Source: an optimization exercise on an open RTL-to-GDS flow (aim: small area, a short achievable clock period and few clock cycles). Production flows keep margins and buffers that such runs may drop. The RTL was checked by simulation tests, not by an equivalence proof against the original design. No activity file was given, so power comes from the tool's default toggle rates.

===== design/flow/config.mk =====
export PLATFORM = sky130hd
export DESIGN_NAME = qm_top
export DESIGN_NICKNAME = qm_top
export VERILOG_FILES = /design/flow/design.v
export SDC_FILE = /design/flow/constraint.sdc
export NUM_CORES = 8
export LEC_CHECK = 0
export CAP_MARGIN = 30
export CORE_MARGIN = 2
export CORE_UTILIZATION = 40
export SLEW_MARGIN = 20

===== design/flow/constraint.sdc =====
create_clock -name core_clock -period 12.0 [get_ports {clk}]
set_input_delay 2.4000 -clock core_clock [delete_from_list [all_inputs] [get_ports {clk}]]
set_output_delay 2.4000 -clock core_clock [all_outputs]
set_load 0.01 [all_outputs]

===== design/flow/design.v =====
`timescale 1ns/1ps
module qm_merge_engine (
    input  logic [31:0] f,        
    output logic [31:0] row_nz,   
    input  logic [31:0] row_oh,   
    output logic [31:0] row,      
    input  logic [4:0]  cmask,    
    input  logic [31:0] cval_oh,  
    output logic        ess       
);
    wire t1 = f[0] & f[1];
    wire t2 = f[2] & f[3];
    wire t3 = f[4] & f[5];
    wire t4 = f[6] & f[7];
    wire t5 = f[8] & f[9];
    wire t6 = f[10] & f[11];
    wire t7 = f[12] & f[13];
    wire t8 = f[14] & f[15];
    wire t9 = f[16] & f[17];
    wire t10 = f[18] & f[19];
    wire t11 = f[20] & f[21];
    wire t12 = f[22] & f[23];
    wire t13 = f[24] & f[25];
    wire t14 = f[26] & f[27];
    wire t15 = f[28] & f[29];
    wire t16 = f[30] & f[31];
    wire t17 = f[0] & f[2];
    wire t18 = f[1] & f[3];
    wire t19 = f[4] & f[6];
    wire t20 = f[5] & f[7];
    wire t21 = f[8] & f[10];
    wire t22 = f[9] & f[11];
    wire t23 = f[12] & f[14];
    wire t24 = f[13] & f[15];
    wire t25 = f[16] & f[18];
    wire t26 = f[17] & f[19];
    wire t27 = f[20] & f[22];
    wire t28 = f[21] & f[23];
    wire t29 = f[24] & f[26];
    wire t30 = f[25] & f[27];
    wire t31 = f[28] & f[30];
    wire t32 = f[29] & f[31];
    wire t33 = t17 & t18;
    wire t34 = t19 & t20;
    wire t35 = t21 & t22;
    wire t36 = t23 & t24;
    wire t37 = t25 & t26;
    wire t38 = t27 & t28;
    wire t39 = t29 & t30;
    wire t40 = t31 & t32;
    wire t41 = f[0] & f[4];
    wire t42 = f[1] & f[5];
    wire t43 = f[2] & f[6];
    wire t44 = f[3] & f[7];
    wire t45 = f[8] & f[12];
    wire t46 = f[9] & f[13];
    wire t47 = f[10] & f[14];
    wire t48 = f[11] & f[15];
    wire t49 = f[16] & f[20];
    wire t50 = f[17] & f[21];
    wire t51 = f[18] & f[22];
    wire t52 = f[19] & f[23];
    wire t53 = f[24] & f[28];
    wire t54 = f[25] & f[29];
    wire t55 = f[26] & f[30];
    wire t56 = f[27] & f[31];
    wire t57 = t41 & t42;
    wire t58 = t43 & t44;
    wire t59 = t45 & t46;
    wire t60 = t47 & t48;
    wire t61 = t49 & t50;
    wire t62 = t51 & t52;
    wire t63 = t53 & t54;
    wire t64 = t55 & t56;
    wire t65 = t41 & t43;
    wire t66 = t42 & t44;
    wire t67 = t45 & t47;
    wire t68 = t46 & t48;
    wire t69 = t49 & t51;
    wire t70 = t50 & t52;
    wire t71 = t53 & t55;
    wire t72 = t54 & t56;
    wire t73 = t65 & t66;
    wire t74 = t67 & t68;
    wire t75 = t69 & t70;
    wire t76 = t71 & t72;
    wire t77 = f[0] & f[8];
    wire t78 = f[1] & f[9];
    wire t79 = f[2] & f[10];
    wire t80 = f[3] & f[11];
    wire t81 = f[4] & f[12];
    wire t82 = f[5] & f[13];
    wire t83 = f[6] & f[14];
    wire t84 = f[7] & f[15];
    wire t85 = f[16] & f[24];
    wire t86 = f[17] & f[25];
    wire t87 = f[18] & f[26];
    wire t88 = f[19] & f[27];
    wire t89 = f[20] & f[28];
    wire t90 = f[21] & f[29];
    wire t91 = f[22] & f[30];
    wire t92 = f[23] & f[31];
    wire t93 = t77 & t78;
    wire t94 = t79 & t80;
    wire t95 = t81 & t82;
    wire t96 = t83 & t84;
    wire t97 = t85 & t86;
    wire t98 = t87 & t88;
    wire t99 = t89 & t90;
    wire t100 = t91 & t92;
    wire t101 = t77 & t79;
    wire t102 = t78 & t80;
    wire t103 = t81 & t83;
    wire t104 = t82 & t84;
    wire t105 = t85 & t87;
    wire t106 = t86 & t88;
    wire t107 = t89 & t91;
    wire t108 = t90 & t92;
    wire t109 = t101 & t102;
    wire t110 = t103 & t104;
    wire t111 = t105 & t106;
    wire t112 = t107 & t108;
    wire t113 = t77 & t81;
    wire t114 = t78 & t82;
    wire t115 = t79 & t83;
    wire t116 = t80 & t84;
    wire t117 = t85 & t89;
    wire t118 = t86 & t90;
    wire t119 = t87 & t91;
    wire t120 = t88 & t92;
    wire t121 = t113 & t114;
    wire t122 = t115 & t116;
    wire t123 = t117 & t118;
    wire t124 = t119 & t120;
    wire t125 = t113 & t115;
    wire t126 = t114 & t116;
    wire t127 = t117 & t119;
    wire t128 = t118 & t120;
    wire t129 = t125 & t126;
    wire t130 = t127 & t128;
    wire t131 = f[0] & f[16];
    wire t132 = f[1] & f[17];
    wire t133 = f[2] & f[18];
    wire t134 = f[3] & f[19];
    wire t135 = f[4] & f[20];
    wire t136 = f[5] & f[21];
    wire t137 = f[6] & f[22];
    wire t138 = f[7] & f[23];
    wire t139 = f[8] & f[24];
    wire t140 = f[9] & f[25];
    wire t141 = f[10] & f[26];
    wire t142 = f[11] & f[27];
    wire t143 = f[12] & f[28];
    wire t144 = f[13] & f[29];
    wire t145 = f[14] & f[30];
    wire t146 = f[15] & f[31];
    wire t147 = t131 & t132;
    wire t148 = t133 & t134;
    wire t149 = t135 & t136;
    wire t150 = t137 & t138;
    wire t151 = t139 & t140;
    wire t152 = t141 & t142;
    wire t153 = t143 & t144;
    wire t154 = t145 & t146;
    wire t155 = t131 & t133;
    wire t156 = t132 & t134;
    wire t157 = t135 & t137;
    wire t158 = t136 & t138;
    wire t159 = t139 & t141;
    wire t160 = t140 & t142;
    wire t161 = t143 & t145;
    wire t162 = t144 & t146;
    wire t163 = t155 & t156;
    wire t164 = t157 & t158;
    wire t165 = t159 & t160;
    wire t166 = t161 & t162;
    wire t167 = t131 & t135;
    wire t168 = t132 & t136;
    wire t169 = t133 & t137;
    wire t170 = t134 & t138;
    wire t171 = t139 & t143;
    wire t172 = t140 & t144;
    wire t173 = t141 & t145;
    wire t174 = t142 & t146;
    wire t175 = t167 & t168;
    wire t176 = t169 & t170;
    wire t177 = t171 & t172;
    wire t178 = t173 & t174;
    wire t179 = t167 & t169;
    wire t180 = t168 & t170;
    wire t181 = t171 & t173;
    wire t182 = t172 & t174;
    wire t183 = t179 & t180;
    wire t184 = t181 & t182;
    wire t185 = t131 & t139;
    wire t186 = t132 & t140;
    wire t187 = t133 & t141;
    wire t188 = t134 & t142;
    wire t189 = t135 & t143;
    wire t190 = t136 & t144;
    wire t191 = t137 & t145;
    wire t192 = t138 & t146;
    wire t193 = t185 & t186;
    wire t194 = t187 & t188;
    wire t195 = t189 & t190;
    wire t196 = t191 & t192;
    wire t197 = t185 & t187;
    wire t198 = t186 & t188;
    wire t199 = t189 & t191;
    wire t200 = t190 & t192;
    wire t201 = t197 & t198;
    wire t202 = t199 & t200;
    wire t203 = t185 & t189;
    wire t204 = t186 & t190;
    wire t205 = t187 & t191;
    wire t206 = t188 & t192;
    wire t207 = t203 & t204;
    wire t208 = t205 & t206;
    wire t209 = t203 & t205;
    wire t210 = t204 & t206;
    wire t211 = t209 & t210;
    wire t212 = f[0] & ~(t1 | t17 | t41 | t77 | t131);
    wire t213 = f[1] & ~(t1 | t18 | t42 | t78 | t132);
    wire t214 = f[2] & ~(t2 | t17 | t43 | t79 | t133);
    wire t215 = f[3] & ~(t2 | t18 | t44 | t80 | t134);
    wire t216 = f[4] & ~(t3 | t19 | t41 | t81 | t135);
    wire t217 = f[5] & ~(t3 | t20 | t42 | t82 | t136);
    wire t218 = f[6] & ~(t4 | t19 | t43 | t83 | t137);
    wire t219 = f[7] & ~(t4 | t20 | t44 | t84 | t138);
    wire t220 = f[8] & ~(t5 | t21 | t45 | t77 | t139);
    wire t221 = f[9] & ~(t5 | t22 | t46 | t78 | t140);
    wire t222 = f[10] & ~(t6 | t21 | t47 | t79 | t141);
    wire t223 = f[11] & ~(t6 | t22 | t48 | t80 | t142);
    wire t224 = f[12] & ~(t7 | t23 | t45 | t81 | t143);
    wire t225 = f[13] & ~(t7 | t24 | t46 | t82 | t144);
    wire t226 = f[14] & ~(t8 | t23 | t47 | t83 | t145);
    wire t227 = f[15] & ~(t8 | t24 | t48 | t84 | t146);
    wire t228 = f[16] & ~(t9 | t25 | t49 | t85 | t131);
    wire t229 = f[17] & ~(t9 | t26 | t50 | t86 | t132);
    wire t230 = f[18] & ~(t10 | t25 | t51 | t87 | t133);
    wire t231 = f[19] & ~(t10 | t26 | t52 | t88 | t134);
    wire t232 = f[20] & ~(t11 | t27 | t49 | t89 | t135);
    wire t233 = f[21] & ~(t11 | t28 | t50 | t90 | t136);
    wire t234 = f[22] & ~(t12 | t27 | t51 | t91 | t137);
    wire t235 = f[23] & ~(t12 | t28 | t52 | t92 | t138);
    wire t236 = f[24] & ~(t13 | t29 | t53 | t85 | t139);
    wire t237 = f[25] & ~(t13 | t30 | t54 | t86 | t140);
    wire t238 = f[26] & ~(t14 | t29 | t55 | t87 | t141);
    wire t239 = f[27] & ~(t14 | t30 | t56 | t88 | t142);
    wire t240 = f[28] & ~(t15 | t31 | t53 | t89 | t143);
    wire t241 = f[29] & ~(t15 | t32 | t54 | t90 | t144);
    wire t242 = f[30] & ~(t16 | t31 | t55 | t91 | t145);
    wire t243 = f[31] & ~(t16 | t32 | t56 | t92 | t146);
    wire t244 = t1 & ~(t33 | t57 | t93 | t147);
    wire t245 = t2 & ~(t33 | t58 | t94 | t148);
    wire t246 = t3 & ~(t34 | t57 | t95 | t149);
    wire t247 = t4 & ~(t34 | t58 | t96 | t150);
    wire t248 = t5 & ~(t35 | t59 | t93 | t151);
    wire t249 = t6 & ~(t35 | t60 | t94 | t152);
    wire t250 = t7 & ~(t36 | t59 | t95 | t153);
    wire t251 = t8 & ~(t36 | t60 | t96 | t154);
    wire t252 = t9 & ~(t37 | t61 | t97 | t147);
    wire t253 = t10 & ~(t37 | t62 | t98 | t148);
    wire t254 = t11 & ~(t38 | t61 | t99 | t149);
    wire t255 = t12 & ~(t38 | t62 | t100 | t150);
    wire t256 = t13 & ~(t39 | t63 | t97 | t151);
    wire t257 = t14 & ~(t39 | t64 | t98 | t152);
    wire t258 = t15 & ~(t40 | t63 | t99 | t153);
    wire t259 = t16 & ~(t40 | t64 | t100 | t154);
    wire t260 = t17 & ~(t33 | t65 | t101 | t155);
    wire t261 = t18 & ~(t33 | t66 | t102 | t156);
    wire t262 = t19 & ~(t34 | t65 | t103 | t157);
    wire t263 = t20 & ~(t34 | t66 | t104 | t158);
    wire t264 = t21 & ~(t35 | t67 | t101 | t159);
    wire t265 = t22 & ~(t35 | t68 | t102 | t160);
    wire t266 = t23 & ~(t36 | t67 | t103 | t161);
    wire t267 = t24 & ~(t36 | t68 | t104 | t162);
    wire t268 = t25 & ~(t37 | t69 | t105 | t155);
    wire t269 = t26 & ~(t37 | t70 | t106 | t156);
    wire t270 = t27 & ~(t38 | t69 | t107 | t157);
    wire t271 = t28 & ~(t38 | t70 | t108 | t158);
    wire t272 = t29 & ~(t39 | t71 | t105 | t159);
    wire t273 = t30 & ~(t39 | t72 | t106 | t160);
    wire t274 = t31 & ~(t40 | t71 | t107 | t161);
    wire t275 = t32 & ~(t40 | t72 | t108 | t162);
    wire t276 = t33 & ~(t73 | t109 | t163);
    wire t277 = t34 & ~(t73 | t110 | t164);
    wire t278 = t35 & ~(t74 | t109 | t165);
    wire t279 = t36 & ~(t74 | t110 | t166);
    wire t280 = t37 & ~(t75 | t111 | t163);
    wire t281 = t38 & ~(t75 | t112 | t164);
    wire t282 = t39 & ~(t76 | t111 | t165);
    wire t283 = t40 & ~(t76 | t112 | t166);
    wire t284 = t41 & ~(t57 | t65 | t113 | t167);
    wire t285 = t42 & ~(t57 | t66 | t114 | t168);
    wire t286 = t43 & ~(t58 | t65 | t115 | t169);
    wire t287 = t44 & ~(t58 | t66 | t116 | t170);
    wire t288 = t45 & ~(t59 | t67 | t113 | t171);
    wire t289 = t46 & ~(t59 | t68 | t114 | t172);
    wire t290 = t47 & ~(t60 | t67 | t115 | t173);
    wire t291 = t48 & ~(t60 | t68 | t116 | t174);
    wire t292 = t49 & ~(t61 | t69 | t117 | t167);
    wire t293 = t50 & ~(t61 | t70 | t118 | t168);
    wire t294 = t51 & ~(t62 | t69 | t119 | t169);
    wire t295 = t52 & ~(t62 | t70 | t120 | t170);
    wire t296 = t53 & ~(t63 | t71 | t117 | t171);
    wire t297 = t54 & ~(t63 | t72 | t118 | t172);
    wire t298 = t55 & ~(t64 | t71 | t119 | t173);
    wire t299 = t56 & ~(t64 | t72 | t120 | t174);
    wire t300 = t57 & ~(t73 | t121 | t175);
    wire t301 = t58 & ~(t73 | t122 | t176);
    wire t302 = t59 & ~(t74 | t121 | t177);
    wire t303 = t60 & ~(t74 | t122 | t178);
    wire t304 = t61 & ~(t75 | t123 | t175);
    wire t305 = t62 & ~(t75 | t124 | t176);
    wire t306 = t63 & ~(t76 | t123 | t177);
    wire t307 = t64 & ~(t76 | t124 | t178);
    wire t308 = t65 & ~(t73 | t125 | t179);
    wire t309 = t66 & ~(t73 | t126 | t180);
    wire t310 = t67 & ~(t74 | t125 | t181);
    wire t311 = t68 & ~(t74 | t126 | t182);
    wire t312 = t69 & ~(t75 | t127 | t179);
    wire t313 = t70 & ~(t75 | t128 | t180);
    wire t314 = t71 & ~(t76 | t127 | t181);
    wire t315 = t72 & ~(t76 | t128 | t182);
    wire t316 = t73 & ~(t129 | t183);
    wire t317 = t74 & ~(t129 | t184);
    wire t318 = t75 & ~(t130 | t183);
    wire t319 = t76 & ~(t130 | t184);
    wire t320 = t77 & ~(t93 | t101 | t113 | t185);
    wire t321 = t78 & ~(t93 | t102 | t114 | t186);
    wire t322 = t79 & ~(t94 | t101 | t115 | t187);
    wire t323 = t80 & ~(t94 | t102 | t116 | t188);
    wire t324 = t81 & ~(t95 | t103 | t113 | t189);
    wire t325 = t82 & ~(t95 | t104 | t114 | t190);
    wire t326 = t83 & ~(t96 | t103 | t115 | t191);
    wire t327 = t84 & ~(t96 | t104 | t116 | t192);
    wire t328 = t85 & ~(t97 | t105 | t117 | t185);
    wire t329 = t86 & ~(t97 | t106 | t118 | t186);
    wire t330 = t87 & ~(t98 | t105 | t119 | t187);
    wire t331 = t88 & ~(t98 | t106 | t120 | t188);
    wire t332 = t89 & ~(t99 | t107 | t117 | t189);
    wire t333 = t90 & ~(t99 | t108 | t118 | t190);
    wire t334 = t91 & ~(t100 | t107 | t119 | t191);
    wire t335 = t92 & ~(t100 | t108 | t120 | t192);
    wire t336 = t93 & ~(t109 | t121 | t193);
    wire t337 = t94 & ~(t109 | t122 | t194);
    wire t338 = t95 & ~(t110 | t121 | t195);
    wire t339 = t96 & ~(t110 | t122 | t196);
    wire t340 = t97 & ~(t111 | t123 | t193);
    wire t341 = t98 & ~(t111 | t124 | t194);
    wire t342 = t99 & ~(t112 | t123 | t195);
    wire t343 = t100 & ~(t112 | t124 | t196);
    wire t344 = t101 & ~(t109 | t125 | t197);
    wire t345 = t102 & ~(t109 | t126 | t198);
    wire t346 = t103 & ~(t110 | t125 | t199);
    wire t347 = t104 & ~(t110 | t126 | t200);
    wire t348 = t105 & ~(t111 | t127 | t197);
    wire t349 = t106 & ~(t111 | t128 | t198);
    wire t350 = t107 & ~(t112 | t127 | t199);
    wire t351 = t108 & ~(t112 | t128 | t200);
    wire t352 = t109 & ~(t129 | t201);
    wire t353 = t110 & ~(t129 | t202);
    wire t354 = t111 & ~(t130 | t201);
    wire t355 = t112 & ~(t130 | t202);
    wire t356 = t113 & ~(t121 | t125 | t203);
    wire t357 = t114 & ~(t121 | t126 | t204);
    wire t358 = t115 & ~(t122 | t125 | t205);
    wire t359 = t116 & ~(t122 | t126 | t206);
    wire t360 = t117 & ~(t123 | t127 | t203);
    wire t361 = t118 & ~(t123 | t128 | t204);
    wire t362 = t119 & ~(t124 | t127 | t205);
    wire t363 = t120 & ~(t124 | t128 | t206);
    wire t364 = t121 & ~(t129 | t207);
    wire t365 = t122 & ~(t129 | t208);
    wire t366 = t123 & ~(t130 | t207);
    wire t367 = t124 & ~(t130 | t208);
    wire t368 = t125 & ~(t129 | t209);
    wire t369 = t126 & ~(t129 | t210);
    wire t370 = t127 & ~(t130 | t209);
    wire t371 = t128 & ~(t130 | t210);
    wire t372 = t129 & ~(t211);
    wire t373 = t130 & ~(t211);
    wire t374 = t131 & ~(t147 | t155 | t167 | t185);
    wire t375 = t132 & ~(t147 | t156 | t168 | t186);
    wire t376 = t133 & ~(t148 | t155 | t169 | t187);
    wire t377 = t134 & ~(t148 | t156 | t170 | t188);
    wire t378 = t135 & ~(t149 | t157 | t167 | t189);
    wire t379 = t136 & ~(t149 | t158 | t168 | t190);
    wire t380 = t137 & ~(t150 | t157 | t169 | t191);
    wire t381 = t138 & ~(t150 | t158 | t170 | t192);
    wire t382 = t139 & ~(t151 | t159 | t171 | t185);
    wire t383 = t140 & ~(t151 | t160 | t172 | t186);
    wire t384 = t141 & ~(t152 | t159 | t173 | t187);
    wire t385 = t142 & ~(t152 | t160 | t174 | t188);
    wire t386 = t143 & ~(t153 | t161 | t171 | t189);
    wire t387 = t144 & ~(t153 | t162 | t172 | t190);
    wire t388 = t145 & ~(t154 | t161 | t173 | t191);
    wire t389 = t146 & ~(t154 | t162 | t174 | t192);
    wire t390 = t147 & ~(t163 | t175 | t193);
    wire t391 = t148 & ~(t163 | t176 | t194);
    wire t392 = t149 & ~(t164 | t175 | t195);
    wire t393 = t150 & ~(t164 | t176 | t196);
    wire t394 = t151 & ~(t165 | t177 | t193);
    wire t395 = t152 & ~(t165 | t178 | t194);
    wire t396 = t153 & ~(t166 | t177 | t195);
    wire t397 = t154 & ~(t166 | t178 | t196);
    wire t398 = t155 & ~(t163 | t179 | t197);
    wire t399 = t156 & ~(t163 | t180 | t198);
    wire t400 = t157 & ~(t164 | t179 | t199);
    wire t401 = t158 & ~(t164 | t180 | t200);
    wire t402 = t159 & ~(t165 | t181 | t197);
    wire t403 = t160 & ~(t165 | t182 | t198);
    wire t404 = t161 & ~(t166 | t181 | t199);
    wire t405 = t162 & ~(t166 | t182 | t200);
    wire t406 = t163 & ~(t183 | t201);
    wire t407 = t164 & ~(t183 | t202);
    wire t408 = t165 & ~(t184 | t201);
    wire t409 = t166 & ~(t184 | t202);
    wire t410 = t167 & ~(t175 | t179 | t203);
    wire t411 = t168 & ~(t175 | t180 | t204);
    wire t412 = t169 & ~(t176 | t179 | t205);
    wire t413 = t170 & ~(t176 | t180 | t206);
    wire t414 = t171 & ~(t177 | t181 | t203);
    wire t415 = t172 & ~(t177 | t182 | t204);
    wire t416 = t173 & ~(t178 | t181 | t205);
    wire t417 = t174 & ~(t178 | t182 | t206);
    wire t418 = t175 & ~(t183 | t207);
    wire t419 = t176 & ~(t183 | t208);
    wire t420 = t177 & ~(t184 | t207);
    wire t421 = t178 & ~(t184 | t208);
    wire t422 = t179 & ~(t183 | t209);
    wire t423 = t180 & ~(t183 | t210);
    wire t424 = t181 & ~(t184 | t209);
    wire t425 = t182 & ~(t184 | t210);
    wire t426 = t183 & ~(t211);
    wire t427 = t184 & ~(t211);
    wire t428 = t185 & ~(t193 | t197 | t203);
    wire t429 = t186 & ~(t193 | t198 | t204);
    wire t430 = t187 & ~(t194 | t197 | t205);
    wire t431 = t188 & ~(t194 | t198 | t206);
    wire t432 = t189 & ~(t195 | t199 | t203);
    wire t433 = t190 & ~(t195 | t200 | t204);
    wire t434 = t191 & ~(t196 | t199 | t205);
    wire t435 = t192 & ~(t196 | t200 | t206);
    wire t436 = t193 & ~(t201 | t207);
    wire t437 = t194 & ~(t201 | t208);
    wire t438 = t195 & ~(t202 | t207);
    wire t439 = t196 & ~(t202 | t208);
    wire t440 = t197 & ~(t201 | t209);
    wire t441 = t198 & ~(t201 | t210);
    wire t442 = t199 & ~(t202 | t209);
    wire t443 = t200 & ~(t202 | t210);
    wire t444 = t201 & ~(t211);
    wire t445 = t202 & ~(t211);
    wire t446 = t203 & ~(t207 | t209);
    wire t447 = t204 & ~(t207 | t210);
    wire t448 = t205 & ~(t208 | t209);
    wire t449 = t206 & ~(t208 | t210);
    wire t450 = t207 & ~(t211);
    wire t451 = t208 & ~(t211);
    wire t452 = t209 & ~(t211);
    wire t453 = t210 & ~(t211);
    assign row_nz[0] = t212 | t213 | t214 | t215 | t216 | t217 | t218 | t219 | t220 | t221 | t222 | t223 | t224 | t225 | t226 | t227 | t228 | t229 | t230 | t231 | t232 | t233 | t234 | t235 | t236 | t237 | t238 | t239 | t240 | t241 | t242 | t243;
    assign row_nz[1] = t244 | t245 | t246 | t247 | t248 | t249 | t250 | t251 | t252 | t253 | t254 | t255 | t256 | t257 | t258 | t259;
    assign row_nz[2] = t260 | t261 | t262 | t263 | t264 | t265 | t266 | t267 | t268 | t269 | t270 | t271 | t272 | t273 | t274 | t275;
    assign row_nz[3] = t276 | t277 | t278 | t279 | t280 | t281 | t282 | t283;
    assign row_nz[4] = t284 | t285 | t286 | t287 | t288 | t289 | t290 | t291 | t292 | t293 | t294 | t295 | t296 | t297 | t298 | t299;
    assign row_nz[5] = t300 | t301 | t302 | t303 | t304 | t305 | t306 | t307;
    assign row_nz[6] = t308 | t309 | t310 | t311 | t312 | t313 | t314 | t315;
    assign row_nz[7] = t316 | t317 | t318 | t319;
    assign row_nz[8] = t320 | t321 | t322 | t323 | t324 | t325 | t326 | t327 | t328 | t329 | t330 | t331 | t332 | t333 | t334 | t335;
    assign row_nz[9] = t336 | t337 | t338 | t339 | t340 | t341 | t342 | t343;
    assign row_nz[10] = t344 | t345 | t346 | t347 | t348 | t349 | t350 | t351;
    assign row_nz[11] = t352 | t353 | t354 | t355;
    assign row_nz[12] = t356 | t357 | t358 | t359 | t360 | t361 | t362 | t363;
    assign row_nz[13] = t364 | t365 | t366 | t367;
    assign row_nz[14] = t368 | t369 | t370 | t371;
    assign row_nz[15] = t372 | t373;
    assign row_nz[16] = t374 | t375 | t376 | t377 | t378 | t379 | t380 | t381 | t382 | t383 | t384 | t385 | t386 | t387 | t388 | t389;
    assign row_nz[17] = t390 | t391 | t392 | t393 | t394 | t395 | t396 | t397;
    assign row_nz[18] = t398 | t399 | t400 | t401 | t402 | t403 | t404 | t405;
    assign row_nz[19] = t406 | t407 | t408 | t409;
    assign row_nz[20] = t410 | t411 | t412 | t413 | t414 | t415 | t416 | t417;
    assign row_nz[21] = t418 | t419 | t420 | t421;
    assign row_nz[22] = t422 | t423 | t424 | t425;
    assign row_nz[23] = t426 | t427;
    assign row_nz[24] = t428 | t429 | t430 | t431 | t432 | t433 | t434 | t435;
    assign row_nz[25] = t436 | t437 | t438 | t439;
    assign row_nz[26] = t440 | t441 | t442 | t443;
    assign row_nz[27] = t444 | t445;
    assign row_nz[28] = t446 | t447 | t448 | t449;
    assign row_nz[29] = t450 | t451;
    assign row_nz[30] = t452 | t453;
    assign row_nz[31] = t211;
    assign row[0] = (row_oh[0] & t212) | (row_oh[1] & t244) | (row_oh[2] & t260) | (row_oh[3] & t276) | (row_oh[4] & t284) | (row_oh[5] & t300) | (row_oh[6] & t308) | (row_oh[7] & t316) | (row_oh[8] & t320) | (row_oh[9] & t336) | (row_oh[10] & t344) | (row_oh[11] & t352) | (row_oh[12] & t356) | (row_oh[13] & t364) | (row_oh[14] & t368) | (row_oh[15] & t372) | (row_oh[16] & t374) | (row_oh[17] & t390) | (row_oh[18] & t398) | (row_oh[19] & t406) | (row_oh[20] & t410) | (row_oh[21] & t418) | (row_oh[22] & t422) | (row_oh[23] & t426) | (row_oh[24] & t428) | (row_oh[25] & t436) | (row_oh[26] & t440) | (row_oh[27] & t444) | (row_oh[28] & t446) | (row_oh[29] & t450) | (row_oh[30] & t452) | (row_oh[31] & t211);
    assign row[1] = (row_oh[0] & t213) | (row_oh[2] & t261) | (row_oh[4] & t285) | (row_oh[6] & t309) | (row_oh[8] & t321) | (row_oh[10] & t345) | (row_oh[12] & t357) | (row_oh[14] & t369) | (row_oh[16] & t375) | (row_oh[18] & t399) | (row_oh[20] & t411) | (row_oh[22] & t423) | (row_oh[24] & t429) | (row_oh[26] & t441) | (row_oh[28] & t447) | (row_oh[30] & t453);
    assign row[2] = (row_oh[0] & t214) | (row_oh[1] & t245) | (row_oh[4] & t286) | (row_oh[5] & t301) | (row_oh[8] & t322) | (row_oh[9] & t337) | (row_oh[12] & t358) | (row_oh[13] & t365) | (row_oh[16] & t376) | (row_oh[17] & t391) | (row_oh[20] & t412) | (row_oh[21] & t419) | (row_oh[24] & t430) | (row_oh[25] & t437) | (row_oh[28] & t448) | (row_oh[29] & t451);
    assign row[3] = (row_oh[0] & t215) | (row_oh[4] & t287) | (row_oh[8] & t323) | (row_oh[12] & t359) | (row_oh[16] & t377) | (row_oh[20] & t413) | (row_oh[24] & t431) | (row_oh[28] & t449);
    assign row[4] = (row_oh[0] & t216) | (row_oh[1] & t246) | (row_oh[2] & t262) | (row_oh[3] & t277) | (row_oh[8] & t324) | (row_oh[9] & t338) | (row_oh[10] & t346) | (row_oh[11] & t353) | (row_oh[16] & t378) | (row_oh[17] & t392) | (row_oh[18] & t400) | (row_oh[19] & t407) | (row_oh[24] & t432) | (row_oh[25] & t438) | (row_oh[26] & t442) | (row_oh[27] & t445);
    assign row[5] = (row_oh[0] & t217) | (row_oh[2] & t263) | (row_oh[8] & t325) | (row_oh[10] & t347) | (row_oh[16] & t379) | (row_oh[18] & t401) | (row_oh[24] & t433) | (row_oh[26] & t443);
    assign row[6] = (row_oh[0] & t218) | (row_oh[1] & t247) | (row_oh[8] & t326) | (row_oh[9] & t339) | (row_oh[16] & t380) | (row_oh[17] & t393) | (row_oh[24] & t434) | (row_oh[25] & t439);
    assign row[7] = (row_oh[0] & t219) | (row_oh[8] & t327) | (row_oh[16] & t381) | (row_oh[24] & t435);
    assign row[8] = (row_oh[0] & t220) | (row_oh[1] & t248) | (row_oh[2] & t264) | (row_oh[3] & t278) | (row_oh[4] & t288) | (row_oh[5] & t302) | (row_oh[6] & t310) | (row_oh[7] & t317) | (row_oh[16] & t382) | (row_oh[17] & t394) | (row_oh[18] & t402) | (row_oh[19] & t408) | (row_oh[20] & t414) | (row_oh[21] & t420) | (row_oh[22] & t424) | (row_oh[23] & t427);
    assign row[9] = (row_oh[0] & t221) | (row_oh[2] & t265) | (row_oh[4] & t289) | (row_oh[6] & t311) | (row_oh[16] & t383) | (row_oh[18] & t403) | (row_oh[20] & t415) | (row_oh[22] & t425);
    assign row[10] = (row_oh[0] & t222) | (row_oh[1] & t249) | (row_oh[4] & t290) | (row_oh[5] & t303) | (row_oh[16] & t384) | (row_oh[17] & t395) | (row_oh[20] & t416) | (row_oh[21] & t421);
    assign row[11] = (row_oh[0] & t223) | (row_oh[4] & t291) | (row_oh[16] & t385) | (row_oh[20] & t417);
    assign row[12] = (row_oh[0] & t224) | (row_oh[1] & t250) | (row_oh[2] & t266) | (row_oh[3] & t279) | (row_oh[16] & t386) | (row_oh[17] & t396) | (row_oh[18] & t404) | (row_oh[19] & t409);
    assign row[13] = (row_oh[0] & t225) | (row_oh[2] & t267) | (row_oh[16] & t387) | (row_oh[18] & t405);
    assign row[14] = (row_oh[0] & t226) | (row_oh[1] & t251) | (row_oh[16] & t388) | (row_oh[17] & t397);
    assign row[15] = (row_oh[0] & t227) | (row_oh[16] & t389);
    assign row[16] = (row_oh[0] & t228) | (row_oh[1] & t252) | (row_oh[2] & t268) | (row_oh[3] & t280) | (row_oh[4] & t292) | (row_oh[5] & t304) | (row_oh[6] & t312) | (row_oh[7] & t318) | (row_oh[8] & t328) | (row_oh[9] & t340) | (row_oh[10] & t348) | (row_oh[11] & t354) | (row_oh[12] & t360) | (row_oh[13] & t366) | (row_oh[14] & t370) | (row_oh[15] & t373);
    assign row[17] = (row_oh[0] & t229) | (row_oh[2] & t269) | (row_oh[4] & t293) | (row_oh[6] & t313) | (row_oh[8] & t329) | (row_oh[10] & t349) | (row_oh[12] & t361) | (row_oh[14] & t371);
    assign row[18] = (row_oh[0] & t230) | (row_oh[1] & t253) | (row_oh[4] & t294) | (row_oh[5] & t305) | (row_oh[8] & t330) | (row_oh[9] & t341) | (row_oh[12] & t362) | (row_oh[13] & t367);
    assign row[19] = (row_oh[0] & t231) | (row_oh[4] & t295) | (row_oh[8] & t331) | (row_oh[12] & t363);
    assign row[20] = (row_oh[0] & t232) | (row_oh[1] & t254) | (row_oh[2] & t270) | (row_oh[3] & t281) | (row_oh[8] & t332) | (row_oh[9] & t342) | (row_oh[10] & t350) | (row_oh[11] & t355);
    assign row[21] = (row_oh[0] & t233) | (row_oh[2] & t271) | (row_oh[8] & t333) | (row_oh[10] & t351);
    assign row[22] = (row_oh[0] & t234) | (row_oh[1] & t255) | (row_oh[8] & t334) | (row_oh[9] & t343);
    assign row[23] = (row_oh[0] & t235) | (row_oh[8] & t335);
    assign row[24] = (row_oh[0] & t236) | (row_oh[1] & t256) | (row_oh[2] & t272) | (row_oh[3] & t282) | (row_oh[4] & t296) | (row_oh[5] & t306) | (row_oh[6] & t314) | (row_oh[7] & t319);
    assign row[25] = (row_oh[0] & t237) | (row_oh[2] & t273) | (row_oh[4] & t297) | (row_oh[6] & t315);
    assign row[26] = (row_oh[0] & t238) | (row_oh[1] & t257) | (row_oh[4] & t298) | (row_oh[5] & t307);
    assign row[27] = (row_oh[0] & t239) | (row_oh[4] & t299);
    assign row[28] = (row_oh[0] & t240) | (row_oh[1] & t258) | (row_oh[2] & t274) | (row_oh[3] & t283);
    assign row[29] = (row_oh[0] & t241) | (row_oh[2] & t275);
    assign row[30] = (row_oh[0] & t242) | (row_oh[1] & t259);
    assign row[31] = (row_oh[0] & t243);
    wire z0 = (cmask[0] | ~f[1]) & (cmask[1] | ~f[2]) & (cmask[2] | ~f[4]) & (cmask[3] | ~f[8]) & (cmask[4] | ~f[16]);
    wire z1 = (cmask[0] | ~f[0]) & (cmask[1] | ~f[3]) & (cmask[2] | ~f[5]) & (cmask[3] | ~f[9]) & (cmask[4] | ~f[17]);
    wire z2 = (cmask[0] | ~f[3]) & (cmask[1] | ~f[0]) & (cmask[2] | ~f[6]) & (cmask[3] | ~f[10]) & (cmask[4] | ~f[18]);
    wire z3 = (cmask[0] | ~f[2]) & (cmask[1] | ~f[1]) & (cmask[2] | ~f[7]) & (cmask[3] | ~f[11]) & (cmask[4] | ~f[19]);
    wire z4 = (cmask[0] | ~f[5]) & (cmask[1] | ~f[6]) & (cmask[2] | ~f[0]) & (cmask[3] | ~f[12]) & (cmask[4] | ~f[20]);
    wire z5 = (cmask[0] | ~f[4]) & (cmask[1] | ~f[7]) & (cmask[2] | ~f[1]) & (cmask[3] | ~f[13]) & (cmask[4] | ~f[21]);
    wire z6 = (cmask[0] | ~f[7]) & (cmask[1] | ~f[4]) & (cmask[2] | ~f[2]) & (cmask[3] | ~f[14]) & (cmask[4] | ~f[22]);
    wire z7 = (cmask[0] | ~f[6]) & (cmask[1] | ~f[5]) & (cmask[2] | ~f[3]) & (cmask[3] | ~f[15]) & (cmask[4] | ~f[23]);
    wire z8 = (cmask[0] | ~f[9]) & (cmask[1] | ~f[10]) & (cmask[2] | ~f[12]) & (cmask[3] | ~f[0]) & (cmask[4] | ~f[24]);
    wire z9 = (cmask[0] | ~f[8]) & (cmask[1] | ~f[11]) & (cmask[2] | ~f[13]) & (cmask[3] | ~f[1]) & (cmask[4] | ~f[25]);
    wire z10 = (cmask[0] | ~f[11]) & (cmask[1] | ~f[8]) & (cmask[2] | ~f[14]) & (cmask[3] | ~f[2]) & (cmask[4] | ~f[26]);
    wire z11 = (cmask[0] | ~f[10]) & (cmask[1] | ~f[9]) & (cmask[2] | ~f[15]) & (cmask[3] | ~f[3]) & (cmask[4] | ~f[27]);
    wire z12 = (cmask[0] | ~f[13]) & (cmask[1] | ~f[14]) & (cmask[2] | ~f[8]) & (cmask[3] | ~f[4]) & (cmask[4] | ~f[28]);
    wire z13 = (cmask[0] | ~f[12]) & (cmask[1] | ~f[15]) & (cmask[2] | ~f[9]) & (cmask[3] | ~f[5]) & (cmask[4] | ~f[29]);
    wire z14 = (cmask[0] | ~f[15]) & (cmask[1] | ~f[12]) & (cmask[2] | ~f[10]) & (cmask[3] | ~f[6]) & (cmask[4] | ~f[30]);
    wire z15 = (cmask[0] | ~f[14]) & (cmask[1] | ~f[13]) & (cmask[2] | ~f[11]) & (cmask[3] | ~f[7]) & (cmask[4] | ~f[31]);
    wire z16 = (cmask[0] | ~f[17]) & (cmask[1] | ~f[18]) & (cmask[2] | ~f[20]) & (cmask[3] | ~f[24]) & (cmask[4] | ~f[0]);
    wire z17 = (cmask[0] | ~f[16]) & (cmask[1] | ~f[19]) & (cmask[2] | ~f[21]) & (cmask[3] | ~f[25]) & (cmask[4] | ~f[1]);
    wire z18 = (cmask[0] | ~f[19]) & (cmask[1] | ~f[16]) & (cmask[2] | ~f[22]) & (cmask[3] | ~f[26]) & (cmask[4] | ~f[2]);
    wire z19 = (cmask[0] | ~f[18]) & (cmask[1] | ~f[17]) & (cmask[2] | ~f[23]) & (cmask[3] | ~f[27]) & (cmask[4] | ~f[3]);
    wire z20 = (cmask[0] | ~f[21]) & (cmask[1] | ~f[22]) & (cmask[2] | ~f[16]) & (cmask[3] | ~f[28]) & (cmask[4] | ~f[4]);
    wire z21 = (cmask[0] | ~f[20]) & (cmask[1] | ~f[23]) & (cmask[2] | ~f[17]) & (cmask[3] | ~f[29]) & (cmask[4] | ~f[5]);
    wire z22 = (cmask[0] | ~f[23]) & (cmask[1] | ~f[20]) & (cmask[2] | ~f[18]) & (cmask[3] | ~f[30]) & (cmask[4] | ~f[6]);
    wire z23 = (cmask[0] | ~f[22]) & (cmask[1] | ~f[21]) & (cmask[2] | ~f[19]) & (cmask[3] | ~f[31]) & (cmask[4] | ~f[7]);
    wire z24 = (cmask[0] | ~f[25]) & (cmask[1] | ~f[26]) & (cmask[2] | ~f[28]) & (cmask[3] | ~f[16]) & (cmask[4] | ~f[8]);
    wire z25 = (cmask[0] | ~f[24]) & (cmask[1] | ~f[27]) & (cmask[2] | ~f[29]) & (cmask[3] | ~f[17]) & (cmask[4] | ~f[9]);
    wire z26 = (cmask[0] | ~f[27]) & (cmask[1] | ~f[24]) & (cmask[2] | ~f[30]) & (cmask[3] | ~f[18]) & (cmask[4] | ~f[10]);
    wire z27 = (cmask[0] | ~f[26]) & (cmask[1] | ~f[25]) & (cmask[2] | ~f[31]) & (cmask[3] | ~f[19]) & (cmask[4] | ~f[11]);
    wire z28 = (cmask[0] | ~f[29]) & (cmask[1] | ~f[30]) & (cmask[2] | ~f[24]) & (cmask[3] | ~f[20]) & (cmask[4] | ~f[12]);
    wire z29 = (cmask[0] | ~f[28]) & (cmask[1] | ~f[31]) & (cmask[2] | ~f[25]) & (cmask[3] | ~f[21]) & (cmask[4] | ~f[13]);
    wire z30 = (cmask[0] | ~f[31]) & (cmask[1] | ~f[28]) & (cmask[2] | ~f[26]) & (cmask[3] | ~f[22]) & (cmask[4] | ~f[14]);
    wire z31 = (cmask[0] | ~f[30]) & (cmask[1] | ~f[29]) & (cmask[2] | ~f[27]) & (cmask[3] | ~f[23]) & (cmask[4] | ~f[15]);
    wire t454 = z0 | (cmask[0] & z1);
    wire t455 = z2 | (cmask[0] & z3);
    wire t456 = z4 | (cmask[0] & z5);
    wire t457 = z6 | (cmask[0] & z7);
    wire t458 = z8 | (cmask[0] & z9);
    wire t459 = z10 | (cmask[0] & z11);
    wire t460 = z12 | (cmask[0] & z13);
    wire t461 = z14 | (cmask[0] & z15);
    wire t462 = z16 | (cmask[0] & z17);
    wire t463 = z18 | (cmask[0] & z19);
    wire t464 = z20 | (cmask[0] & z21);
    wire t465 = z22 | (cmask[0] & z23);
    wire t466 = z24 | (cmask[0] & z25);
    wire t467 = z26 | (cmask[0] & z27);
    wire t468 = z28 | (cmask[0] & z29);
    wire t469 = z30 | (cmask[0] & z31);
    wire t470 = t454 | (cmask[1] & t455);
    wire t471 = z1 | (cmask[1] & z3);
    wire t472 = t456 | (cmask[1] & t457);
    wire t473 = z5 | (cmask[1] & z7);
    wire t474 = t458 | (cmask[1] & t459);
    wire t475 = z9 | (cmask[1] & z11);
    wire t476 = t460 | (cmask[1] & t461);
    wire t477 = z13 | (cmask[1] & z15);
    wire t478 = t462 | (cmask[1] & t463);
    wire t479 = z17 | (cmask[1] & z19);
    wire t480 = t464 | (cmask[1] & t465);
    wire t481 = z21 | (cmask[1] & z23);
    wire t482 = t466 | (cmask[1] & t467);
    wire t483 = z25 | (cmask[1] & z27);
    wire t484 = t468 | (cmask[1] & t469);
    wire t485 = z29 | (cmask[1] & z31);
    wire t486 = t470 | (cmask[2] & t472);
    wire t487 = t471 | (cmask[2] & t473);
    wire t488 = t455 | (cmask[2] & t457);
    wire t489 = z3 | (cmask[2] & z7);
    wire t490 = t474 | (cmask[2] & t476);
    wire t491 = t475 | (cmask[2] & t477);
    wire t492 = t459 | (cmask[2] & t461);
    wire t493 = z11 | (cmask[2] & z15);
    wire t494 = t478 | (cmask[2] & t480);
    wire t495 = t479 | (cmask[2] & t481);
    wire t496 = t463 | (cmask[2] & t465);
    wire t497 = z19 | (cmask[2] & z23);
    wire t498 = t482 | (cmask[2] & t484);
    wire t499 = t483 | (cmask[2] & t485);
    wire t500 = t467 | (cmask[2] & t469);
    wire t501 = z27 | (cmask[2] & z31);
    wire t502 = t486 | (cmask[3] & t490);
    wire t503 = t487 | (cmask[3] & t491);
    wire t504 = t488 | (cmask[3] & t492);
    wire t505 = t489 | (cmask[3] & t493);
    wire t506 = t472 | (cmask[3] & t476);
    wire t507 = t473 | (cmask[3] & t477);
    wire t508 = t457 | (cmask[3] & t461);
    wire t509 = z7 | (cmask[3] & z15);
    wire t510 = t494 | (cmask[3] & t498);
    wire t511 = t495 | (cmask[3] & t499);
    wire t512 = t496 | (cmask[3] & t500);
    wire t513 = t497 | (cmask[3] & t501);
    wire t514 = t480 | (cmask[3] & t484);
    wire t515 = t481 | (cmask[3] & t485);
    wire t516 = t465 | (cmask[3] & t469);
    wire t517 = z23 | (cmask[3] & z31);
    wire t518 = t502 | (cmask[4] & t510);
    wire t519 = t503 | (cmask[4] & t511);
    wire t520 = t504 | (cmask[4] & t512);
    wire t521 = t505 | (cmask[4] & t513);
    wire t522 = t506 | (cmask[4] & t514);
    wire t523 = t507 | (cmask[4] & t515);
    wire t524 = t508 | (cmask[4] & t516);
    wire t525 = t509 | (cmask[4] & t517);
    wire t526 = t490 | (cmask[4] & t498);
    wire t527 = t491 | (cmask[4] & t499);
    wire t528 = t492 | (cmask[4] & t500);
    wire t529 = t493 | (cmask[4] & t501);
    wire t530 = t476 | (cmask[4] & t484);
    wire t531 = t477 | (cmask[4] & t485);
    wire t532 = t461 | (cmask[4] & t469);
    wire t533 = z15 | (cmask[4] & z31);
    assign ess = (cval_oh[0] & t518) | (cval_oh[1] & t519) | (cval_oh[2] & t520) | (cval_oh[3] & t521) | (cval_oh[4] & t522) | (cval_oh[5] & t523) | (cval_oh[6] & t524) | (cval_oh[7] & t525) | (cval_oh[8] & t526) | (cval_oh[9] & t527) | (cval_oh[10] & t528) | (cval_oh[11] & t529) | (cval_oh[12] & t530) | (cval_oh[13] & t531) | (cval_oh[14] & t532) | (cval_oh[15] & t533) | (cval_oh[16] & t510) | (cval_oh[17] & t511) | (cval_oh[18] & t512) | (cval_oh[19] & t513) | (cval_oh[20] & t514) | (cval_oh[21] & t515) | (cval_oh[22] & t516) | (cval_oh[23] & t517) | (cval_oh[24] & t498) | (cval_oh[25] & t499) | (cval_oh[26] & t500) | (cval_oh[27] & t501) | (cval_oh[28] & t484) | (cval_oh[29] & t485) | (cval_oh[30] & t469) | (cval_oh[31] & z31);
endmodule
`timescale 1ns/1ps
module qm_top (
    input  logic        clk,
    input  logic        rst_n,
    input  logic        psel,
    input  logic        penable,
    input  logic        pwrite,
    input  logic [11:0] paddr,
    input  logic [31:0] pwdata,
    output logic [31:0] prdata,
    output logic        pready,
    output logic        pslverr
);
    function automatic logic [31:0] lowest(input logic [31:0] x);
        logic [31:0] p;
        p = x;
        for (int s = 0; s < 5; s++) begin
            for (int i = 0; i < 32; i++) begin
                if ((i >> s) & 1) p[i] = p[i] | p[((i >> s) << s) - 1];
            end
        end
        lowest = x & ~{p[30:0], 1'b0};
    endfunction
    function automatic logic [4:0] enc(input logic [31:0] oh);
        enc = '0;
        for (int i = 0; i < 32; i++) begin
            if (oh[i]) enc = enc | 5'(i);
        end
    endfunction
    logic setup, access;
    logic a_onset, a_ctrl, a_status, a_result, mapped;
    logic [4:0] k;
    assign setup    = psel & ~penable;
    assign access   = psel & penable;
    assign a_onset  = (paddr == 12'h000);
    assign a_ctrl   = (paddr == 12'h004);
    assign a_status = (paddr == 12'h008);
    assign a_result = (paddr[11:7] == 5'b00010) && (paddr[1:0] == 2'b00);
    assign mapped   = a_onset | a_ctrl | a_status | a_result;
    assign k        = paddr[6:2];
    logic [31:0] onset, spec, run_onset;
    logic        busy, busy_q, pend, done;
    logic        chg;
    logic [1:0]  stab;
    logic        prep_ok;
    assign spec = (psel && pwrite && a_onset) ? pwdata : onset;
    assign chg  = ~busy & ((setup & pwrite & a_onset) | busy_q);
    always_ff @(posedge clk) begin
        if (!rst_n) begin
            onset <= '0;
        end else if (access && pwrite && a_onset) begin
            onset <= pwdata;
        end
        if (!busy) begin
            run_onset <= spec;
        end
    end
    logic [31:0] row_nz_c;            
    logic [31:0] rowbits;             
    logic [4:0]  mcur;                
    logic [31:0] rr;                  
    logic [31:0] src_oh, row_c;
    logic [31:0] v_oh, rest;
    logic [4:0]  v;
    logic        ess;
    logic        prepping, go_q;
    logic        start_now, step, first, ins, last, any;
    logic [5:0]  prime_cnt, ess_cnt, pc_inc, ec_inc;
    logic [3:0]  age_lo;              
    logic [7:0]  age_hi;              
    qm_merge_engine i_engine (
        .f      (run_onset),
        .row_nz (row_nz_c),
        .row_oh (src_oh),
        .row    (row_c),
        .cmask  (mcur),
        .cval_oh(v_oh),
        .ess    (ess)
    );
    assign prepping = (~busy | pend) & ~prep_ok;
    assign src_oh = lowest(rr);
    assign v_oh = lowest(rowbits);
    assign v    = enc(v_oh);
    assign rest = rowbits & ~v_oh;
    assign any  = |rowbits;
    assign last = (rest == '0) && (rr == '0);
    always_ff @(posedge clk) begin
        go_q <= rst_n & setup & pwrite & a_ctrl & pwdata[0];
    end
    assign start_now = go_q & ~busy;
    assign step      = (start_now & prep_ok) | (busy & ~pend) | (pend & prep_ok);
    assign first     = step & ~(busy & ~pend);
    assign ins       = step & any;
    assign pc_inc = prime_cnt + 6'd1;
    assign ec_inc = ess_cnt + 6'd1;
    always_ff @(posedge clk) begin
        if (step) begin
            if (rest == '0) begin
                rowbits <= row_c;
                mcur    <= enc(src_oh);
                rr      <= rr & ~src_oh;
            end else begin
                rowbits <= rest;
            end
        end else if (prepping) begin
            if (stab == 2'd0) begin
                rr      <= row_nz_c;
            end else begin
                rowbits <= row_c;
                mcur    <= enc(src_oh);
                rr      <= rr & ~src_oh;
            end
        end
        if (first & ins) begin
            age_lo <= 4'b0001;
            age_hi <= 8'b0000_0001;
        end else begin
            age_lo <= {age_lo[2:0], age_lo[3]};
            if (age_lo[3]) age_hi <= {age_hi[6:0], age_hi[7]};
        end
    end
    always_ff @(posedge clk) begin
        if (!rst_n) begin
            busy      <= 1'b0;
            busy_q    <= 1'b0;
            pend      <= 1'b0;
            done      <= 1'b0;
            stab      <= 2'd0;
            prime_cnt <= '0;
            ess_cnt   <= '0;
        end else begin
            busy_q <= busy;
            if ((!busy || pend) && !chg) begin
                stab <= (stab == 2'd2) ? 2'd2 : stab + 2'd1;
            end else begin
                stab <= 2'd0;
            end
            if (start_now) begin
                busy <= 1'b1;
                done <= 1'b0;
                pend <= ~prep_ok;
            end
            if (step) begin
                prime_cnt <= first ? {5'd0, ins} : pc_inc;
                if (first)           ess_cnt <= {5'd0, ins & ess};
                else if (ins && ess) ess_cnt <= ec_inc;
                pend      <= 1'b0;
                if (!any || last) begin
                    busy <= 1'b0;
                    done <= 1'b1;
                end else begin
                    busy <= 1'b1;
                    done <= 1'b0;
                end
            end
        end
    end
    assign prep_ok = (stab == 2'd2);
    logic [10:0] ring [32];
    always_ff @(posedge clk) begin
        ring[0] <= ins ? {ess, mcur, v} : ring[31];
        for (int j = 1; j < 32; j++) begin
            ring[j] <= ring[j-1];
        end
    end
    logic        rd_onset, rd_status, err_q;
    logic [10:0] rd_q;
    logic [10:0] rword;
    logic [3:0]  k_lo_oh, lo_oh;
    logic [7:0]  k_hi_oh, hi0_oh, hi_oh;
    logic        lo_borrow;
    logic [10:0] grp [8];
    always_comb begin
        for (int i = 0; i < 4; i++) k_lo_oh[i] = (k[1:0] == 2'(i));
        for (int i = 0; i < 8; i++) k_hi_oh[i] = (k[4:2] == 3'(i));
        lo_borrow = 1'b0;
        for (int a = 0; a < 4; a++) lo_borrow = lo_borrow | (age_lo[a] & (k[1:0] > 2'(a)));
        for (int l = 0; l < 4; l++) begin
            lo_oh[l] = 1'b0;
            for (int a = 0; a < 4; a++) lo_oh[l] = lo_oh[l] | (age_lo[a] & k_lo_oh[(a - l + 4) % 4]);
        end
        for (int h = 0; h < 8; h++) begin
            hi0_oh[h] = 1'b0;
            for (int a = 0; a < 8; a++) hi0_oh[h] = hi0_oh[h] | (age_hi[a] & k_hi_oh[(a - h + 8) % 8]);
        end
        for (int h = 0; h < 8; h++) hi_oh[h] = lo_borrow ? hi0_oh[(h + 1) % 8] : hi0_oh[h];
        for (int h = 0; h < 8; h++) begin
            grp[h] = '0;
            for (int l = 0; l < 4; l++) grp[h] = grp[h] | (lo_oh[l] ? ring[4*h + l] : 11'd0);
        end
        rword = '0;
        for (int h = 0; h < 8; h++) rword = rword | (hi_oh[h] ? grp[h] : 11'd0);
    end
    always_ff @(posedge clk) begin
        rd_q      <= (~pwrite & a_result & ({1'b0, k} < prime_cnt)) ? rword : 11'd0;
        rd_onset  <= ~pwrite & a_onset;
        rd_status <= ~pwrite & a_status;
        err_q     <= ~mapped | (pwrite & (a_status | a_result));
    end
    always_comb begin
        prdata = {15'd0, rd_q[10], 3'd0, rd_q[9:5], 3'd0, rd_q[4:0]};
        if (rd_onset)  prdata = prdata | onset;
        if (rd_status) prdata = prdata | {10'd0, ess_cnt, 2'd0, prime_cnt, 6'd0, done, busy};
    end
    assign pready  = 1'b1;
    assign pslverr = err_q;
endmodule

===== design/flow/flow/run.sh =====
#!/bin/bash
# Standard ORFS flow, with timing repair aiming past the clock target and
# plain buffers on the ports.
set -euo pipefail
bash standard.sh SETUP_SLACK_MARGIN=7 'BUFFER_PORTS_ARGS=-buffer_cell sky130_fd_sc_hd__buf_2' finish > standard.log 2>&1

===== design/flow/standard.sh =====
#!/bin/bash
# synth_recipe.tcl (not shown) runs the flow's synth.tcl, then flattens the netlist and writes it again
# the make line also repeats each setting of config.mk as NAME=value (left out here)
make -C /OpenROAD-flow-scripts/flow DESIGN_CONFIG=/design/flow/config.mk WORK_HOME=/design/flow/orfs CLKGATE_MAP_FILE= SYNTH_SCRIPT=/design/flow/synth_recipe.tcl "${@:-finish}"

==> notes.md <==
==> flip-flops by register name, indices dropped and copies added (netlist names) <==
| register | flops |
|---|---|
| age_lo | 4 |
| run_onset | 32 |
| onset | 32 |
| rr | 32 |
| rd_status | 1 |
| rd_onset | 1 |
| mcur | 5 |
| ring | 352 |
| err_q | 1 |
| go_q | 1 |
| busy_q | 1 |
| age_hi | 8 |
| rd_q | 11 |
| ess_cnt | 6 |
| prime_cnt | 6 |
| rowbits | 32 |
| done | 1 |
| stab | 2 |
| busy | 1 |
| pend | 1 |
==> metal layers <==
layer	part of all wire	wire length [µm]
met1	0.38	49800
met2	0.44	57000
met3	0.10	13400
met4	0.081	10500
met5	0.000099	13
==> how the worst max path moves through the flow <==
stage	startpoint	endpoint	slack, ns	cells past startpoint
detailed placement	paddr[2]	rd_q[7]$_SDFF_PN0_	6.88	6
global route	rowbits[6]$_DFFE_PP_	mcur[3]$_SDFFCE_PP1P_	7.01	11
floorplan	paddr[6]	run_onset[10]$_DFFE_PN_	7.21	7
finish	run_onset[13]$_DFFE_PN_	rowbits[8]$_DFFE_PP_	6.88	11
CTS	run_onset[14]$_DFFE_PN_	rowbits[0]$_DFFE_PP_	7.22	14
global placement	paddr[7]	onset[16]$_SDFFE_PN0P_	6.76	9
==> cell usage in the layout (no fill, tap or decap), types with 57 or more instances in the layout <==
master	synthesis	final
nand2_1	461	460
nor4_1	67	62
clkbuf_16	0	57
nor2_1	273	273
edfxtp_1	101	101
nand4_1	115	115
dfxtp_1	429	429
a21oi_1	125	124
buf_4	1	71
nor3_1	92	91
o21ai_0	106	106
o22ai_1	64	64
buf_2	10	85
nand3_1	121	121
a22oi_1	196	196
==> power by group through the flow <==
stage / clock network (mW) / registers [mW] / logic, mW
final: 1.84 / 2.45 / 1.78
after global routing: 1.93 / 2.48 / 1.86
after CTS: 1.87 / 2.44 / 1.68
after detailed placement: 0 / 2.47 / 1.68
after global placement: 0 / 2.46 / 1.65
after floorplan: 0 / 2.32 / 1.12
==> metrics by stage <==
step / hold slack (ns) / cells
after floorplan: 0.331 / 3086
after global placement: 0.334 / 3884
after detailed placement: 0.336 / 3893
after CTS: 0.326 / 3995
after global routing: 0.329 / 4006
final: 0.325 / 4008
==> worst reg2reg max path, stage by stage, from the launching register on <==
cell,delay [ns]
edfxtp_1,0.94
nand2_1,0.30
nor2_1,0.72
nand2_1,0.47
nor2_1,0.69
nor4_1,0.16
nor2_1,0.13
nand3_1,0.21
a2111oi_0,0.67
o221ai_1,0.38
nor2_1,0.17
a21oi_1,0.05
==> cell families after synthesis <==
kind of cell | after synthesis
AND/OR/NAND/NOR | 1377
AO/OA/AOI/OAI | 825
flip-flops | 530
buffers and inverters | 266
multiplexers | 63
adder cells (fa/ha/maj) | 18
XOR/XNOR | 6
other | 1
==> layout make-up <==
class / count / area [µm²] / share of cell area
Antenna cell: 2 / 5.00 / 0.000169
Clock buffer: 75 / 1580 / 0.0534
Clock inverter: 27 / 397 / 0.0134
Inverter: 59 / 221 / 0.00746
Multi-Input combinational cell: 2290 / 13600 / 0.458
Sequential cell: 530 / 11600 / 0.392
Tap cell: 855 / 1070 / 0.0361
Timing Repair Buffer: 170 / 1170 / 0.0395
==> impl_metrics.csv <==
group,metric,value,unit
status,status,"no timing/DRC/antenna violations",
yosys,yosysWarnings,3,
grt,met3_usage,0.100,
job,drv_cap,0,
clock_tree,clock-sinks,530,
critical_path,critPathTopFamily,"simple AND/OR/NAND/NOR gates",
yosys,synthAdderAreaFrac,0.00794,
pwr,intPower,3.75,mW
pwr,seqPwrFrac,0.403,
critical_path,rrSetupSlack,6.88,ns
yosys,synth_most_common_cell,"nand2_1",
grt,grt_usage,0.379,
detailed_routing,drtPass1Iterations,9,
die,die_h,260,µm
grt,gr-usage-met1,0.466,
yosys,netlist_area,26200,µm²
die,die-area,67400,µm²
yosys,ys_seq_area_frac,0.444,
critical_path,timing.critical_path.mode_cell,"nor2_1",
yosys,synth_area_leaders,"dfxtp_1, edfxtp_1, nand2_1",
timing,final.setup.tns,0,ns
cells_and_area,num-nets-final,3167,
critical_path,worst-r2r-cell-count,11,
detailed_routing,drt-total-wl,131,mm
clock_tree,clk_pin_slew,0.06,ns
grt,overflow,0,
grt,grt_pass1_wl,187,mm
worst_hold_path,whs_endpoint,"ring[19][0]$_DFF_P_",
yosys,ys_ff_latch,530,
placed_design,place_worst_setup_slack,6.88,ns
detailed_routing,vias,27422,
pwr,comb_power_share,0.293,
critical_path,start_kind,"flip-flop",
critical_path,path_cells,"nand2_1, nor2_1, nand2_1, nor2_1, nor4_1, nor2_1, nand3_1, a2111oi_0, o221ai_1, nor2_1, a21oi_1",
timing,drv_slew,0,
timing,hold_viol,0,
cells_and_area,area_delta_synth_final,13.5,%
pwr,switching_share,0.382,
clock_tree,clock_latency,0.66,ns
die,die_w,260,µm
cells_and_area,final_util,0.459,
critical_path,crit_fanout,14,
timing,rsz0062_at_grt,"no",
cells_and_area,layout-drive-gt1-share,0.110,
grt,antenna_found_initial,7,
yosys,synth_edf_count,101,
critical_path,worst-path-buf-inv,0,
clock_tree,clockBufferDepth,3,
die,core-area,64600,µm²
timing,fin_crit,5.12,ns
die,fp-row-count,93,
grt,grt_max_degree,87,
yosys,synth_top_family_by_area,"simple AND/OR/NAND/NOR gates",
yosys,synth_top_area_frac,0.328,
detailed_routing,first_iter_violations,4283,
yosys,async_flop_share,0,
clock_tree,cts_repair_resize_count,0,
detailed_routing,ant_nets,0,
pwr,finalPower,6.07,mW
timing,fmax,0.195,GHz
clock_tree,clockRootBuffer,"clkbuf_16",
yosys,synth_cell_types,92,
die,start_util,0.405,
pwr,clkPwrFrac,0.304,
yosys,netlist_instances,3086,
placed_design,place_area,27500,µm²
grt,use_met2,0.584,
grt,grt_pass1_vias,26243,
critical_path,worst-setup-path-type,"flip-flop to flip-flop",
yosys,ys.flop_type,"dfxtp_1",
clock_tree,cts_setup_buffers,0,
clock_tree,cts_hold_buf,0,
critical_path,cp-end-kind,"flip-flop",
critical_path,timing.rr.start,"run_onset[13]$_DFFE_PN_",
critical_path,critPathSlowestCell,"edfxtp_1",
timing,setup_ws,6.88,ns
clock_tree,cts_tree,"yes",
worst_hold_path,holdPathStages,0,
yosys,synth-xor-area-share,0.00201,
clock_tree,cts_buffers,56,
detailed_routing,viasPerCell,6.84,
placed_design,hpwlAfterDp,94.7,mm
critical_path,critPathArrivalTime,5.50,ns
cells_and_area,finish.instance_area,29700,µm²
worst_hold_path,hp-start,"ring[18][0]$_DFF_P_",
placed_design,gp_congestion,1.11,
pwr,worst_ir_drop_vdd,0.000135,V
timing,slew_headroom,0.142,
yosys,yosys.area.top_type,"dfxtp_1",
cells_and_area,fillCellCount,6236,
timing,setup_viol,0,
detailed_routing,post-route-drc-count,0,
critical_path,required,12.38,ns
worst_hold_path,worstHoldPathType,"flip-flop to flip-flop",
placed_design,portBuffers,81,
pwr,switchingPower,2.32,mW
clock_tree,ctsHtreeMaxLevel,2,
detailed_routing,routedWlPerCell,32.6,µm
timing,fin_crit_sh,0.427,
timing,skew,0.0632,ns
yosys,synth_compound_area_frac,0.221,
die,ios,83,
yosys,synth_common_cells,"nand2_1, dfxtp_1, nor2_1, a22oi_1, clkbuf_1",
pwr,power.density,204,nW/µm²
timing,worst_slew_pin_slew,1.29,ns
yosys,yosys-mux-area-fraction,0.0287,
grt,grt_busiest_layer,"met2",
yosys,synth.avg_cell_area,8.48,µm²
yosys,synthSimpleGateAreaFrac,0.257,
yosys,syn_nets,3146,
pwr,p_leak,10.7,nW
critical_path,reg2reg_to,"rowbits[8]$_DFFE_PP_",
critical_path,max_stage_delay,0.94,ns
Testbench counts, summed over its fixed seeds: cycles 7,828.

[what the ideal ports hide]
Ports are ideal in the flow. The routed layout listed here was re-timed in OpenROAD.
Step 1 (the two cells are an assumption about what drives the block):
set clk [get_ports {clk}]
set_driving_cell -lib_cell sky130_fd_sc_hd__clkbuf_16 $clk
set_driving_cell -lib_cell sky130_fd_sc_hd__buf_2 [delete_from_list [all_inputs] $clk]
Step 2 adds t to the input delays and takes it off the output delays; t is the mean of the earliest and latest rising clock arrival at the registers after step 1. Input paths then give back, and output paths get back, about the clock's delay inside the block.
Slacks: ideal ports / drivers / drivers and shift; pairs: ideal ports / drivers.
shift t [ns]: 0.697
setup WS [ns]: 6.877 / 6.877 / 6.877
hold slack, ns: 0.325 / 0.325 / 0.325
After both steps this run still meets setup and hold. For this run, drivers alone change the setup slack by 0.000 ns; drivers and shift together by 0.000 ns.
